This is an optimization exercise on Yosys and OpenROAD, whose aim is small area and a short achievable clock period, not a production implementation. Where RTL was checked, it was by simulation tests only, not by an equivalence proof against the original. No activity file was given, so power comes from the tool's default toggle rates.

==> maple: inputs <==
## executeStage
module executeStage (
    input  logic                         clk_i,
    input  logic                         rst_n_i,
    input  logic                         stall_i,
    input  logic                         bubble_i,
    input  logic [3:0]                   icode_i,
    input  logic [3:0]                   ifun_i,
    input  logic [2:0]                   stat_i,
    input  logic [y86Pkg::WORD_W-1:0]    valA_i,
    input  logic [y86Pkg::WORD_W-1:0]    valB_i,
    input  logic [y86Pkg::WORD_W-1:0]    valC_i,
    input  logic [3:0]                   dstE_i,
    input  logic [3:0]                   dstM_i,
    input  logic [3:0]                   srcA_i,      
    input  logic [3:0]                   srcB_i,
    output logic [3:0]                   icode_o,
    output logic [2:0]                   stat_o,
    output logic [y86Pkg::WORD_W-1:0]    valE_o,
    output logic [y86Pkg::WORD_W-1:0]    valA_o,
    output logic [3:0]                   dstE_o,
    output logic [3:0]                   dstM_o,
    output logic                         cnd_o
);
export LEC_CHECK = 0
export ABC_AREA = 1
export CAP_MARGIN = 20
export CORE_MARGIN = 2
export CORE_UTILIZATION = 40
export SLEW_MARGIN = 20
create_clock -name core_clock -period 7.2 [get_ports {clk_i}]
standard.sh (not shown) runs the stock make flow with config.mk's settings and CLKGATE_MAP_FILE= SYNTH_SCRIPT=/design/flow/synth_recipe.tcl, a recipe that flattens the netlist after the stock synthesis.
==> flow/flow/run.sh <==
#!/bin/bash
set -euo pipefail
export BUFFER_PORTS_ARGS="-buffer_cell sky130_fd_sc_hd__buf_1"
export CTS_BUF_LIST="sky130_fd_sc_hd__clkbuf_8 sky130_fd_sc_hd__clkbuf_16"
export CTS_CLUSTER_SIZE=24
export CTS_CLUSTER_DIAMETER=100
export SETUP_SLACK_MARGIN=4.65
bash standard.sh finish > make_finish.log 2>&1
==> inputs of pepper, as changes to maple <==
--- a/flow/design.v
+++ b/flow/design.v
@@ -53,24 +53,24 @@
     input  logic [y86Pkg::WORD_W-1:0]    valA_i,
     input  logic [y86Pkg::WORD_W-1:0]    valB_i,
     input  logic [y86Pkg::WORD_W-1:0]    valC_i,
     input  logic [3:0]                   dstE_i,
     input  logic [3:0]                   dstM_i,
     output logic                         bubble_o,
     output logic [3:0]                   icode_o,
     output logic [2:0]                   cfun_o,      
+    output logic                         setCc_o,
     output logic [2:0]                   stat_o,
     output logic [y86Pkg::WORD_W-1:0]    valA_o,
     output logic [y86Pkg::WORD_W-1:1]    opX_o,
     output logic [y86Pkg::WORD_W-1:1]    opY_o,
     output logic                         sum0_o,      
     output logic                         carry1_o,    
     output logic                         noCarry_o,
-    output logic                         zeroE_o,     
     output logic [3:0]                   dstE_o,
     output logic [3:0]                   dstM_o
 );
     localparam int W = y86Pkg::WORD_W;
     logic kill;
     logic load;
     assign kill = !rst_n_i || bubble_i;
     assign load = !rst_n_i || !stall_i;
@@ -83,61 +83,52 @@
     assign isPop   = (icode_i == y86Pkg::RET)    || (icode_i == y86Pkg::POPQ);
     assign isJxx   = (icode_i == y86Pkg::JXX);
     logic opAdd, opSub, opAnd, opXor;
     assign opAdd = isOpq && (ifun_i == 4'h0);
     assign opSub = isOpq && (ifun_i == 4'h1);
     assign opAnd = isOpq && (ifun_i == 4'h2);
     assign opXor = isOpq && (ifun_i == 4'h3);
     logic xB;
-    assign xB = isOpq || isMem || isPush || isPop;
-    logic opNone;
-    assign opNone = isOpq && (ifun_i[3:2] != 2'b00);
+    assign xB = opAdd || opSub || opAnd || opXor || isMem || isPush || isPop;
     logic yA, yNA, yNAB, yC, yM8, yP8;
     assign yA   = opAdd || opXor || isCmov;
     assign yNA  = opSub;
     assign yNAB = opAnd;
     assign yC   = isIrmov || isMem;
     assign yM8  = isPush;
     assign yP8  = isPop;
     logic [W-1:0] xNext, yNext;
     assign xNext = {W{xB}} & valB_i;
     assign yNext = ({W{yA}}   & valA_i)
                  | ({W{yNA}}  & ~valA_i)
                  | ({W{yNAB}} & (~valA_i & valB_i))
                  | ({W{yC}}   & valC_i)
                  | ({W{yM8}}  & (-y86Pkg::STACK_STEP))
                  | ({W{yP8}}  & y86Pkg::STACK_STEP);
     logic sum0Next, carry1Next;
-    assign sum0Next   = ((opAdd || opSub || opXor) && (valA_i[0] ^ valB_i[0]))
-                      | (opAnd && (valA_i[0] & valB_i[0]))
-                      | (isCmov && valA_i[0])
-                      | (isIrmov && valC_i[0])
-                      | (isMem && (valB_i[0] ^ valC_i[0]))
-                      | ((isPush || isPop) && valB_i[0]);
-    assign carry1Next = (opAdd && (valA_i[0] & valB_i[0]))
-                      | (opSub && (valB_i[0] | ~valA_i[0]))
-                      | (isMem && (valB_i[0] & valC_i[0]));
+    assign sum0Next   = xNext[0] ^ (yNA ? valA_i[0] : yNext[0]);
+    assign carry1Next = yNA ? (valB_i[0] | ~valA_i[0]) : (xNext[0] & yNext[0]);
     logic [2:0] cfunNext;
     assign cfunNext = ((isJxx || isCmov) && (ifun_i < 4'd7)) ? ifun_i[2:0] : 3'd7;
     always_ff @(posedge clk_i) begin
         if (load) begin
             bubble_o <= kill;
+            setCc_o  <= !kill && isOpq;
             icode_o  <= icode_i;
             stat_o   <= stat_i;
             dstE_o   <= dstE_i;
             dstM_o   <= dstM_i;
             valA_o   <= valA_i;
             cfun_o   <= cfunNext;
             opX_o    <= xNext[W-1:1];
             opY_o    <= yNext[W-1:1];
             sum0_o   <= sum0Next;
             carry1_o <= carry1Next;
-            noCarry_o <= opAnd || opXor || opNone;
-            zeroE_o   <= opNone;
+            noCarry_o <= opAnd || opXor;
         end
     end
 endmodule
 `timescale 1ns/1ps
 module aluUnit (
     input  logic [y86Pkg::WORD_W-1:1]    opX_i,
     input  logic [y86Pkg::WORD_W-1:1]    opY_i,
     input  logic                         sum0_i,
@@ -508,17 +499,16 @@
     end
 endmodule
 `timescale 1ns/1ps
 module memoryRegister (
     input  logic                         clk_i,
     input  logic                         rst_n_i,
     input  logic                         stall_i,
     input  logic                         bubble_i,    
-    input  logic                         zeroE_i,     
     input  logic [3:0]                   icode_i,
     input  logic [2:0]                   stat_i,
     input  logic [y86Pkg::WORD_W-1:0]    valE_i,
     input  logic [y86Pkg::WORD_W-1:0]    valA_i,
     input  logic [3:0]                   dstE_i,
     input  logic [3:0]                   dstM_i,
     input  logic                         cnd_i,
     output logic [3:0]                   icode_o,
@@ -538,17 +528,17 @@
             valE_o  <= '0;
             valA_o  <= '0;
             dstE_o  <= y86Pkg::REG_NONE;
             dstM_o  <= y86Pkg::REG_NONE;
             cnd_o   <= 1'b0;
         end else begin
             icode_o <= icode_i;
             stat_o  <= stat_i;
-            valE_o  <= zeroE_i ? '0 : valE_i;
+            valE_o  <= valE_i;
             valA_o  <= valA_i;
             dstE_o  <= dstESel;
             dstM_o  <= dstM_i;
             cnd_o   <= cnd_i;
         end
     end
 endmodule
 `timescale 1ns/1ps
@@ -581,44 +571,41 @@
     logic                      eSetCc;
     logic [2:0]                eStat;
     logic [y86Pkg::WORD_W-1:0] eValA;
     logic [y86Pkg::WORD_W-1:1] eOpX;
     logic [y86Pkg::WORD_W-1:1] eOpY;
     logic                      eSum0;
     logic                      eCarry1;
     logic                      eNoCarry;
-    assign eSetCc = (eIcode == y86Pkg::OPQ) && !eBubble;
-    logic                      eZeroE;
     logic [3:0]                eDstE;
     logic [3:0]                eDstM;
     logic [y86Pkg::WORD_W-1:0] aluValE;
     logic                      eCnd;
     executeRegister u_executeRegister (
         .clk_i   (clk_i),   .rst_n_i (rst_n_i), .stall_i (stall_i), .bubble_i (bubble_i),
         .icode_i (icode_i), .ifun_i  (ifun_i),  .stat_i  (stat_i),
         .valA_i  (valA_i),  .valB_i  (valB_i),  .valC_i  (valC_i),
         .dstE_i  (dstE_i),  .dstM_i  (dstM_i),
         .bubble_o (eBubble),
-        .icode_o (eIcode),  .cfun_o  (eCfun),   .stat_o (eStat),
+        .icode_o (eIcode),  .cfun_o  (eCfun),   .setCc_o (eSetCc), .stat_o (eStat),
         .valA_o  (eValA),   .opX_o   (eOpX),    .opY_o   (eOpY),   .sum0_o (eSum0), .carry1_o (eCarry1),
-        .noCarry_o (eNoCarry), .zeroE_o (eZeroE),
+        .noCarry_o (eNoCarry),
         .dstE_o  (eDstE),   .dstM_o  (eDstM)
     );
     aluUnit u_aluUnit (
         .opX_i  (eOpX),    .opY_i   (eOpY),    .sum0_i (eSum0), .carry1_i (eCarry1), .noCarry_i (eNoCarry),
         .valE_o (aluValE)
     );
     condUnit u_condUnit (
         .clk_i   (clk_i),  .rst_n_i (rst_n_i), .stall_i (stall_i),
         .setCc_i (eSetCc), .xSign_i (eOpX[y86Pkg::WORD_W-1]), .ySign_i (eOpY[y86Pkg::WORD_W-1]),
         .noCarry_i (eNoCarry),
         .mValE_i (valE_o), .cfun_i (eCfun), .cnd_o (eCnd)
     );
     memoryRegister u_memoryRegister (
         .clk_i   (clk_i),   .rst_n_i (rst_n_i), .stall_i (stall_i), .bubble_i (eBubble),
-        .zeroE_i (eZeroE),
         .icode_i (eIcode),  .stat_i  (eStat),   .valE_i  (aluValE), .valA_i (eValA),
         .dstE_i  (eDstE),   .dstM_i  (eDstM),   .cnd_i   (eCnd),
         .icode_o (icode_o), .stat_o  (stat_o),  .valE_o  (valE_o),  .valA_o (valA_o),
         .dstE_o  (dstE_o),  .dstM_o  (dstM_o),  .cnd_o   (cnd_o)
     );
 endmodule
==> flow/flow/run.sh (replaced) <==
#!/bin/bash
set -euo pipefail
export BUFFER_PORTS_ARGS="-buffer_cell sky130_fd_sc_hd__buf_1"
export CTS_BUF_LIST="sky130_fd_sc_hd__clkbuf_8 sky130_fd_sc_hd__clkbuf_16"
export CTS_CLUSTER_SIZE=24
export CTS_CLUSTER_DIAMETER=100
export SETUP_SLACK_MARGIN=4.7
bash standard.sh finish > make_finish.log 2>&1
==> results.txt <==
Result of the run: pepper timing/DRC/antenna clean; maple timing/DRC/antenna clean
Met3 capacity usage during global routing: pepper 3.02%; maple 3.10%
Estimated wirelength of the detail-placed design: pepper 28800 µm; maple 28000 µm
First-pass GRT wire length: pepper 69900 µm; maple 66900 µm
Sequential cell area: pepper 9510 µm²; maple 9430 µm²
Final period util: pepper 35.3%; maple 35.1%
Multi-input combinational cell count: pepper 1014; maple 970
Vias post-DR: pepper 12700; maple 12800
Static Leakage: pepper 9.28 nW; maple 8.38 nW
Design Power: pepper 4.44 mW; maple 4.34 mW
Reg2reg end: pepper u_memoryRegister.valE_o[63]; maple u_memoryRegister.valE_o[49]
Inverters: pepper 221; maple 300
Finished layout cell area: pepper 20300 µm²; maple 19500 µm²
Arr. time, crit path: pepper 3.03 ns; maple 1.09 ns
Clock tree skew after final layout: pepper 0.0348 ns; maple 0.0294 ns
Cell count after placement: pepper 2480; maple 2521
Horizontal extent of the die: pepper 202 µm; maple 203 µm
Total buffers and inverters traversed by the critical path: pepper 0; maple 1
Synth Area in Simple Gates: pepper 18.6%; maple 14.4%
Met1 Resource Use GR: pepper 28.7%; maple 26.0%
Type of destination of the critical path: pepper register; maple output pin
Relative area change from synthesis to final layout: pepper 29.3%; maple 22.6%
Fraction of layout cells with a size suffix above 1: pepper 19.2%; maple 13.1%
The RTL of pepper was laid out without a check of its function.

static timing again, ports no longer ideal:
The results above use ideal ports. As a check the final layouts listed here were re-extracted and re-timed, cells and wires unchanged.
Step 1, drivers: a clkbuf_16 drives clk_i and a buf_2 each remaining input, both assumed.
Step 2 times the ports against the registers' clock, not the clock port: input delays grow and output delays shrink by t, the midpoint of the rising clock arrivals with the driver on.
Slacks: ideal / step 1 / step 2; pairs: ideal / step 1.
run | shift t [ns] | setup slack, ns | worst setup path after step 2 | worst register clock-pin slew, ns | pins driven straight from the clock port
maple | 0.592 | 4.671 / 4.616 / 4.124 | input to register | 0.10 / 0.10 | 1
pepper | 0.581 | 4.660 / 4.657 / 4.085 | input to register | 0.10 / 0.10 | 1
After both steps every run listed still meets setup and hold. The setup slack of pepper, which loses most, moves by -0.003 ns with the drivers and by -0.575 ns with both steps.
